Background: an optimization exercise with open tools, aiming at small area, a short achievable clock period and few clock cycles. Do not read the settings as production practice. In this exercise RTL edits were held to simulation tests only and were not proved equivalent to the original. Power and IR drop assume default switching activity.

Setup of wip/raven:
## wallace_mult_apb
module wallace_mult_apb (
  input  wire        clk,
  input  wire        rst_n,
  input  wire        psel,
  input  wire        penable,
  input  wire        pwrite,
  input  wire [7:0]  paddr,
  input  wire [31:0] pwdata,
  output wire [31:0] prdata,
  output wire        pready,
  output wire        pslverr
);
export LEC_CHECK = 0
export ABC_AREA = 1
export CAP_MARGIN = 20
export CORE_MARGIN = 2
export CORE_UTILIZATION = 55
export SETUP_SLACK_MARGIN = 2.3
export SLEW_MARGIN = 20
create_clock -name core_clock -period 5.0 [get_ports {clk}]
standard.sh (not shown) runs the stock make flow with config.mk's settings and CLKGATE_MAP_FILE= SYNTH_SCRIPT=/design/flow/synth_recipe.tcl, a recipe that flattens the netlist after the stock synthesis.
==> flow/flow/run.sh <==
#!/bin/bash
# The standard layout, with plain buffers (buf_2) instead of the default
# delay cells as the buffers on the input and output ports.
set -e
export BUFFER_PORTS_ARGS="-buffer_cell sky130_fd_sc_hd__buf_2"
bash standard.sh > standard.log 2>&1
Testbench counts of wip/raven, summed over its fixed seeds: cycles 21,608.
Edits applied to the flow inputs when going from wip/raven to wip/fjord:
Settings: putting CELL_PAD_IN_SITES_GLOBAL_PLACEMENT at 2 where nothing was set; putting CELL_PAD_IN_SITES_DETAIL_PLACEMENT at 1 where nothing was set; swapping 2.3 for 1.5 in SETUP_SLACK_MARGIN.
## What came out
Per the comparison of wip/fjord with wip/raven, vertical die dimension neither gained nor lost much, number of distinct library cells after synthesis comparable. From wip/raven to wip/fjord, synthesized-area fraction occupied by xor and xnor cells did not move at all. Diff wip/fjord..wip/raven | post-synth design cell area | unchanged. wip/fjord failed in global placement without I/O with GPL-0301. Synthesized instance count essentially unchanged between wip/raven and wip/fjord.
## Diff of input files: wip/yarrow against wip/fjord
Settings: CELL_PAD_IN_SITES_GLOBAL_PLACEMENT no longer set, was 2; CELL_PAD_IN_SITES_DETAIL_PLACEMENT no longer set, was 1; SETUP_SLACK_MARGIN now 2.0, was 1.5.
### Flow results
wip/yarrow completed end to end with timing, DRC and antenna clean. wip/yarrow vs. wip/fjord: number of library cell types mapped by synthesis saw little to no change, number of flip-flops and latches in the synthesized netlist saw little to no change, chip width saw little to no change, number of instances in the synthesized netlist saw little to no change. wip/yarrow vs. wip/fjord: area fraction in compound gates after synthesis ~0 delta, effective utilization at floorplan ~0 delta, xor-xnor portion of the synthesized cell area ~0 delta, count of flip-flops with a built-in enable after synthesis ~0 delta, simple-gate area share of the yosys netlist ~0 delta.
Inputs modified between wip/yarrow and wip/xenon:
Settings: swapping 2.0 for 1.5 in SETUP_SLACK_MARGIN.
Results
In terms of total routing resource utilization after global routing, wip/yarrow and wip/xenon differ only marginally.
wip/yarrow → wip/xenon: sequential share of cell area held steady, power closely matched the old numbers, setup slack down 280 ps.
From wip/yarrow to wip/xenon, post-synthesis sequential area ratio did not move at all.
Edits applied to the flow inputs when going from wip/xenon to wip/onyx:
Settings: SETUP_SLACK_MARGIN: 1.5 -> 3.3.
Notes after the runs:
Between wip/onyx and wip/xenon, it is wip/onyx whose maximum net fanout on the critical path is higher, by 3. Combinational cell fraction of total power is higher on wip/onyx. wip/onyx vs. wip/xenon: via count went up by 1,031. wip/onyx reached the end of the flow, and the finished layout is clean on the timing, design-rule and antenna checks. From wip/xenon to wip/onyx the numbers moved as follows: power spent charging and discharging nets higher, first-pass GRT wire length has increased. Compared with wip/xenon, in wip/onyx logic depth of the worst setup path including buffers rose 1; number of nets at the end of the flow rose 90.
Relative to wip/onyx, the following input files were edited for wip/violet:
Settings: ABC_AREA removed (was 1); SETUP_SLACK_MARGIN changed from 3.3 to 1.5; CELL_PAD_IN_SITES_DETAIL_PLACEMENT newly set to 1; CELL_PAD_IN_SITES_GLOBAL_PLACEMENT newly set to 2.
Notes after the runs:
Diff wip/onyx -> wip/violet: multi-input combinational gate total fell by 249; distinct cell type count after synthesis rose by 17; combinational share of power fell by 6.4 points; internal power summed over all cells fell by 13%. Standard-cell row count in wip/violet is 3 lower than in wip/onyx. In the reports for wip/onyx and wip/violet, the smaller cell count belongs to wip/violet. Status | wip/onyx and wip/violet | clean. The placed standard-cell area number comes out lower for wip/violet vs wip/onyx. Against wip/onyx, wip/violet comes in 33% lower on count of routing violations after the opening detailed-route iteration. Status: required time reported for the critical path endpoint parity (wip/violet, wip/onyx).

---

wallace_mult_apb again, from the RTL that the note above started with.
==> flow/design.v (excerpt) <==
module wallace_mult_apb (
  input  wire        clk,
  input  wire        rst_n,
  input  wire        psel,
  input  wire        penable,
  input  wire        pwrite,
  input  wire [7:0]  paddr,
  input  wire [31:0] pwdata,
  output wire [31:0] prdata,
  output wire        pready,
  output wire        pslverr
);
export LEC_CHECK = 0
export ABC_AREA = 1
export CAP_MARGIN = 20
export CORE_MARGIN = 2
export CORE_UTILIZATION = 55
export SETUP_SLACK_MARGIN = 1.8
export SLEW_MARGIN = 20
create_clock -name core_clock -period 5.0 [get_ports {clk}]
Scripts as last shown in full above: flow/flow/run.sh
The starting point produced a clean layout.
Testbench counts at the start, summed over its fixed seeds: cycles 21,608.
==> next run, changes <==
==> flow/flow/run.sh (replaced) <==
#!/bin/bash
# The standard layout, with plain buffers (buf_1) instead of the default
# delay cells as the buffers on the input and output ports.
set -e
export BUFFER_PORTS_ARGS="-buffer_cell sky130_fd_sc_hd__buf_1"
bash standard.sh > standard.log 2>&1
--- a/flow/config.mk
+++ b/flow/config.mk
@@ -7,7 +7,8 @@
 export LEC_CHECK = 0
-export ABC_AREA = 1
 export CAP_MARGIN = 20
+export CELL_PAD_IN_SITES_DETAIL_PLACEMENT = 1
+export CELL_PAD_IN_SITES_GLOBAL_PLACEMENT = 2
 export CORE_MARGIN = 2
 export CORE_UTILIZATION = 55
-export SETUP_SLACK_MARGIN = 1.8
+export SETUP_SLACK_MARGIN = 1.5
 export SLEW_MARGIN = 20
Result: The changed run finished clean; power drops by 10%; synthesized area went down by 9.8%; synthesized cell count is lower by 36%.
==> next run, changes <==
==> flow/flow/run.sh (replaced) <==
#!/bin/bash
# The standard layout, with plain buffers (buf_2) instead of the default
# delay cells as the buffers on the input and output ports.
set -e
export BUFFER_PORTS_ARGS="-buffer_cell sky130_fd_sc_hd__buf_2"
bash standard.sh > standard.log 2>&1
--- a/flow/config.mk
+++ b/flow/config.mk
@@ -11,4 +11,4 @@
 export CORE_MARGIN = 2
-export CORE_UTILIZATION = 55
-export SETUP_SLACK_MARGIN = 1.5
+export CORE_UTILIZATION = 45
+export SETUP_SLACK_MARGIN = 1.0
 export SLEW_MARGIN = 20
The new run finished with timing, DRC and antenna clean.
Die area came out higher by 21%.
Global-route usage came out lower by 6.6 points.
Non-clock buffer count came out lower by 11.
Power came out higher by 12%.
Count of clock-buffer cells in the layout came out lower by 4.
Synthesized cell count does not change.
Via count came out lower by 3.7%.
Hold slack stays flat.
Final area came out higher by 0.64%.
Clock power came out higher by 35%.

---

run A:
Another version of the RTL of wallace_mult_apb (not shown whole).
Size: ~870 cells after synthesis, ~100 flip-flops, roughly 0.0067 mm² of cells after synthesis.
export LEC_CHECK = 0
export ABC_AREA = 1
export CAP_MARGIN = 20
export CORE_MARGIN = 2
export CORE_UTILIZATION = 55
export CTS_BUF_LIST = sky130_fd_sc_hd__clkbuf_8
export SETUP_SLACK_MARGIN = 2.3
export SLEW_MARGIN = 20
create_clock -name core_clock -period 5.0 [get_ports {clk}]
==> flow/flow/run.sh <==
#!/bin/bash
# The standard layout, with two changes:
#  - plain buffers (buf_2) instead of the default delay cells as the buffers
#    on the input and output ports;
#  - clock tree synthesis without dummy loads on the clock tree's leaves.
set -e
export BUFFER_PORTS_ARGS="-buffer_cell sky130_fd_sc_hd__buf_2"
export CTS_ARGS="-sink_clustering_enable -repair_clock_nets -buf_list sky130_fd_sc_hd__clkbuf_8 -dont_use_dummy_load"
bash standard.sh > standard.log 2>&1
Testbench counts of run A, summed over its fixed seeds: cycles 21,608.
Input-level comparison between run B and run A:
Settings: SETUP_SLACK_MARGIN: 2.3 -> 2.2; CORE_UTILIZATION: 55 -> 60.
==> summary.txt <==
- | met1 layer usage reported by global route | higher: run B |
- Sort run B and run A by total length of routed met3 wires asc -> top: run A
- Run A vs run B, capturing instance or port of the critical path: prod[27]$_DFFE_PP_ vs prod[30]$_DFFE_PP_
- Run B vs. run A: total number of vias saw an increase; global-route usage saw an increase.
- Relative to run A, clock network fraction of total power has gone up in run B.
- Proportion of cell area occupied by registers up 0.40 points in run B wrt run A
- Run B ends up with a final worst hold slack that is 0.0038 ns lower than in run A.
- Number of placed instances with taps included delta for run B relative to run A: 0.57% lower
- The arrival time at the worst endpoint in run B was higher than what run A gave.
- Number of well-tap cells placed (lower): run B
Relative to run B, the following input files were edited for run C:
Settings: swapping 60 for 45 in CORE_UTILIZATION; swapping 2.2 for 2.1 in SETUP_SLACK_MARGIN.
==> flow/flow/run.sh <==
#!/bin/bash
# The standard layout, with plain buffers (buf_2) instead of the default
# delay cells as the buffers on the input and output ports.
set -e
export BUFFER_PORTS_ARGS="-buffer_cell sky130_fd_sc_hd__buf_2"
bash standard.sh > standard.log 2>&1
Results
Row buffer count excluding the clock tree in the final layout: run C lower / run B higher. Run C improves on run B in setup slack. Run C vs. run B: worst hold slack went up by 0.0046 ns. | share of cells above drive strength 1 | lower: run C |. Looking at the reports, run C completed the entire flow and the layout it produced met the timing, design-rule and antenna checks. Overall die area (run C / run B): 1.3. Cmp run B and run C / post-CTS setup repair buffer count / lower: run C. Run B has a lower total power than run C. The relative contribution of combinational cells to total power reported for run C is smaller than that of run B by 0.6 points. Run C vs. run B: area of the core now sits higher, wire length reported by the detailed router now sits lower, cell row count now sits higher.
Setup changes, run C to run D
Settings: changing CORE_UTILIZATION from 45 to 50; changing SETUP_SLACK_MARGIN from 2.1 to 2.2.
==> flow/flow/run.sh <==
#!/bin/bash
# The standard layout, with two changes:
#  - plain buffers (buf_2) instead of the default delay cells as the buffers
#    on the input and output ports;
#  - clock tree synthesis without dummy loads on the clock tree's leaves.
set -e
export BUFFER_PORTS_ARGS="-buffer_cell sky130_fd_sc_hd__buf_2"
export CTS_ARGS="-sink_clustering_enable -repair_clock_nets -buf_list sky130_fd_sc_hd__clkbuf_8 -dont_use_dummy_load"
bash standard.sh > standard.log 2>&1
Any difference in flip-flop and latch share of the layout cell area between run D and run C is small enough to ignore. The first-pass GRT wire length in run D was higher than what run C gave. Run C → run D: number of buffer and inverter instances along the worst setup path decreased 2, hold-critical path depth decreased 2, sum of routed wire segments on met1 decreased 3.8%. Compared run D vs run C, and die span in y is down in run D. Number of global-route vias before repair: run D vs run C up 260. Summary of run D over run C: setup slack has increased; met1 track demand over resource has increased; transition at the pin with the smallest max-transition slack has increased.

---

Starting RTL as in the previous note.
==> flow/config.mk <==
export PLATFORM = sky130hd
export DESIGN_NAME = wallace_mult_apb
export DESIGN_NICKNAME = wallace_mult_apb
export VERILOG_FILES = /design/flow/design.v
export SDC_FILE = /design/flow/constraint.sdc
export NUM_CORES = 4
export LEC_CHECK = 0
export ABC_AREA = 1
export CAP_MARGIN = 20
export CORE_MARGIN = 2
export CORE_UTILIZATION = 45
export CTS_BUF_LIST = sky130_fd_sc_hd__clkbuf_8
export SETUP_SLACK_MARGIN = 2.0
export SLEW_MARGIN = 20
==> flow/constraint.sdc <==
create_clock -name core_clock -period 5.0 [get_ports {clk}]
set_input_delay 1.0000 -clock core_clock [delete_from_list [all_inputs] [get_ports {clk}]]
set_output_delay 1.0000 -clock core_clock [all_outputs]
set_load 0.01 [all_outputs]
==> flow/flow/run.sh <==
#!/bin/bash
# The standard layout, with two changes:
#  - plain buffers (buf_2) instead of the default delay cells as the buffers
#    on the input and output ports;
#  - clock tree synthesis without dummy loads on the clock tree's leaves.
set -e
export BUFFER_PORTS_ARGS="-buffer_cell sky130_fd_sc_hd__buf_2"
export CTS_ARGS="-sink_clustering_enable -repair_clock_nets -buf_list sky130_fd_sc_hd__clkbuf_8 -dont_use_dummy_load"
bash standard.sh > standard.log 2>&1
Testbench counts at the start, summed over its fixed seeds: cycles 21,608.
Then changed:
--- a/flow/config.mk
+++ b/flow/config.mk
@@ -10,3 +10,3 @@
 export CORE_MARGIN = 2
-export CORE_UTILIZATION = 45
+export CORE_UTILIZATION = 55
 export CTS_BUF_LIST = sky130_fd_sc_hd__clkbuf_8
Result:
- register-to-register slack improved by 0.03 ns
- sequential share of layout area grows by 0.25 points
- fmax grows by 1.0%
Then changed:
--- a/flow/config.mk
+++ b/flow/config.mk
@@ -12,3 +12,3 @@
 export CTS_BUF_LIST = sky130_fd_sc_hd__clkbuf_8
-export SETUP_SLACK_MARGIN = 2.0
+export SETUP_SLACK_MARGIN = 2.2
 export SLEW_MARGIN = 20
What happened:
- total power is about the same
- cell area rose by 1.2%
- clock-buffer cell count is unchanged
- sequential cell count is unchanged
Then changed:
--- a/flow/config.mk
+++ b/flow/config.mk
@@ -12,3 +12,3 @@
 export CTS_BUF_LIST = sky130_fd_sc_hd__clkbuf_8
-export SETUP_SLACK_MARGIN = 2.2
+export SETUP_SLACK_MARGIN = 2.4
 export SLEW_MARGIN = 20
=> Die area stays the same. Fmax is higher by 2.9%. Design area is higher by 5.7%. Routed wire length is higher by 4.0%. Worst hold slack loses 0.0046 ns. Total power stays flat. Worst setup slack gains 0.076 ns. Non-clock buffer count is higher by 13. Synthesized cell count does not change.
Then changed:
==> flow/flow/run.sh (replaced) <==
#!/bin/bash
# The standard layout, with plain buffers (buf_2) instead of the default
# delay cells as the buffers on the input and output ports.
set -e
export BUFFER_PORTS_ARGS="-buffer_cell sky130_fd_sc_hd__buf_2"
bash standard.sh > standard.log 2>&1
--- a/flow/config.mk
+++ b/flow/config.mk
@@ -10,5 +10,5 @@
 export CORE_MARGIN = 2
-export CORE_UTILIZATION = 55
+export CORE_UTILIZATION = 65
 export CTS_BUF_LIST = sky130_fd_sc_hd__clkbuf_8
-export SETUP_SLACK_MARGIN = 2.4
+export SETUP_SLACK_MARGIN = 2.1
 export SLEW_MARGIN = 20
- cell area decreases by a few percent
- first-iteration DRC count decreases by a few percent
- clock power increases by a quarter to a third
- global-route usage increases by 3.9 points
- core utilization increases by 6.8 points
- clock-buffer cell count increases by 2
- via count decreases slightly
Then changed:
--- a/flow/config.mk
+++ b/flow/config.mk
@@ -10,5 +10,4 @@
 export CORE_MARGIN = 2
-export CORE_UTILIZATION = 65
-export CTS_BUF_LIST = sky130_fd_sc_hd__clkbuf_8
-export SETUP_SLACK_MARGIN = 2.1
+export CORE_UTILIZATION = 55
+export SETUP_SLACK_MARGIN = 2.0
 export SLEW_MARGIN = 20
Power went up by roughly a tenth.
First-iteration DRC count went down slightly.
Setup slack improves by 0.054 ns.
Die area went up by about a fifth.
Final cell count went up slightly.
Final area went up slightly.
Non-clock buffer count went up by 4.

---

wallace_mult_apb again, from the RTL that the note above started with.
export LEC_CHECK = 0
export ABC_AREA = 1
export CAP_MARGIN = 20
export CORE_MARGIN = 2
export CORE_UTILIZATION = 55
export CTS_BUF_LIST = sky130_fd_sc_hd__clkbuf_8
export SETUP_SLACK_MARGIN = 2.0
export SLEW_MARGIN = 20
create_clock -name core_clock -period 5.0 [get_ports {clk}]
==> flow/flow/run.sh <==
#!/bin/bash
# The standard layout, with two changes:
#  - plain buffers (buf_1) instead of the default delay cells as the buffers
#    on the input and output ports;
#  - clock tree synthesis without dummy loads on the clock tree's leaves.
set -e
export BUFFER_PORTS_ARGS="-buffer_cell sky130_fd_sc_hd__buf_1"
export CTS_ARGS="-sink_clustering_enable -repair_clock_nets -buf_list sky130_fd_sc_hd__clkbuf_8 -dont_use_dummy_load"
bash standard.sh > standard.log 2>&1
Testbench counts at the start, summed over its fixed seeds: cycles 21,608.
Edit:
==> flow/flow/run.sh (replaced) <==
#!/bin/bash
# The standard layout, with plain buffers (buf_2) instead of the default
# delay cells as the buffers on the input and output ports.
set -e
export BUFFER_PORTS_ARGS="-buffer_cell sky130_fd_sc_hd__buf_2"
bash standard.sh > standard.log 2>&1
Outcome: The changed run completed without violations. Core utilization grows by 1.2 points. Routed wire length shrinks slightly. Setup slack improved by 0.065 ns.
Edit:
==> flow/flow/run.sh (replaced) <==
#!/bin/bash
# The standard layout, with two changes:
#  - plain buffers (buf_2) instead of the default delay cells as the buffers
#    on the input and output ports;
#  - clock tree synthesis without dummy loads on the clock tree's leaves.
set -e
export BUFFER_PORTS_ARGS="-buffer_cell sky130_fd_sc_hd__buf_2"
export CTS_ARGS="-sink_clustering_enable -repair_clock_nets -buf_list sky130_fd_sc_hd__clkbuf_8 -dont_use_dummy_load"
bash standard.sh > standard.log 2>&1
PLACE_DENSITY = 0.75   (was unset)
SETUP_SLACK_MARGIN = 2.2   (was 2.0)
=> Routed wire length came out lower by 3.6%; setup slack gains 0.085 ns; fmax came out higher by 3.2%; clock skew increases by 0.013 ns.

-- static timing again, ports no longer ideal --
The flow's constraints put no driver on any port. The routed layouts listed below were extracted and timed again, unchanged, in two steps.
Step 1 assumes that a clkbuf_16 drives the clock port and a buf_2 every other input.
Step 2 moves the port delays by t, midway between the first and last clock arrival at a register: inputs arrive t later, outputs are due t later. That takes back most of the time a late clock gives input paths.
Three values: no drivers, after step 1, after step 2; two values: the first two.
run	t, ns	setup slack, ns	hold slack, ns	latest minus earliest clock arrival (ns)	worst slew at a driven data input, ns
wip/raven	0.389	2.204 / 2.204 / 2.053	0.468 / 0.468 / 0.468	0.010 / 0.010	0.03
wip/yarrow	0.388	2.153 / 2.153 / 1.984	0.474 / 0.474 / 0.474	0.010 / 0.011	0.03
wip/xenon	0.389	1.871 / 1.871 / 1.871	0.467 / 0.467 / 0.467	0.010 / 0.009	0.03
wip/onyx	0.403	2.423 / 2.423 / 2.306	0.484 / 0.484 / 0.484	0.017 / 0.017	0.06
wip/violet	0.400	1.606 / 1.606 / 1.606	0.477 / 0.477 / 0.477	0.014 / 0.014	0.04
the first run of note 2	0.389	1.919 / 1.919 / 1.919	0.476 / 0.476 / 0.476	0.011 / 0.011	0.03
the second run of note 2	0.404	1.572 / 1.572 / 1.572	0.464 / 0.464 / 0.464	0.015 / 0.015	0.04
the third run of note 2	0.396	1.343 / 1.343 / 1.343	0.463 / 0.463 / 0.463	0.011 / 0.011	0.04
run A	0.407	2.374 / 2.374 / 2.025	0.466 / 0.466 / 0.466	0.048 / 0.048	0.03
run B	0.392	2.240 / 2.240 / 2.014	0.463 / 0.463 / 0.463	0.035 / 0.035	0.03
run C	0.422	2.282 / 2.282 / 2.041	0.467 / 0.467 / 0.467	0.011 / 0.011	0.03
run D	0.415	2.303 / 2.303 / 1.925	0.458 / 0.458 / 0.458	0.035 / 0.035	0.03
the first run of note 4	0.408	2.206 / 2.206 / 2.025	0.457 / 0.457 / 0.457	0.041 / 0.041	0.03
the second run of note 4	0.404	2.234 / 2.234 / 1.973	0.466 / 0.466 / 0.466	0.043 / 0.044	0.03
the third run of note 4	0.406	2.331 / 2.331 / 1.974	0.465 / 0.465 / 0.465	0.044 / 0.044	0.03
the fourth run of note 4	0.406	2.407 / 2.407 / 2.148	0.460 / 0.460 / 0.460	0.048 / 0.047	0.03
the fifth run of note 4	0.409	2.181 / 2.181 / 2.066	0.473 / 0.473 / 0.473	0.012 / 0.012	0.03
the sixth run of note 4	0.390	2.235 / 2.235 / 1.995	0.460 / 0.460 / 0.460	0.014 / 0.014	0.03
the first run of note 5	0.395	2.181 / 2.181 / 1.901	0.445 / 0.445 / 0.445	0.033 / 0.033	0.03
the second run of note 5	0.422	2.246 / 2.246 / 1.987	0.465 / 0.465 / 0.465	0.015 / 0.015	0.03
the third run of note 5	0.403	2.330 / 2.330 / 2.058	0.454 / 0.454 / 0.454	0.028 / 0.028	0.03
After both steps setup and hold are still met in every run listed. The setup slack of run D, which loses most, moves by 0.000 ns with the drivers and by -0.378 ns with both steps.
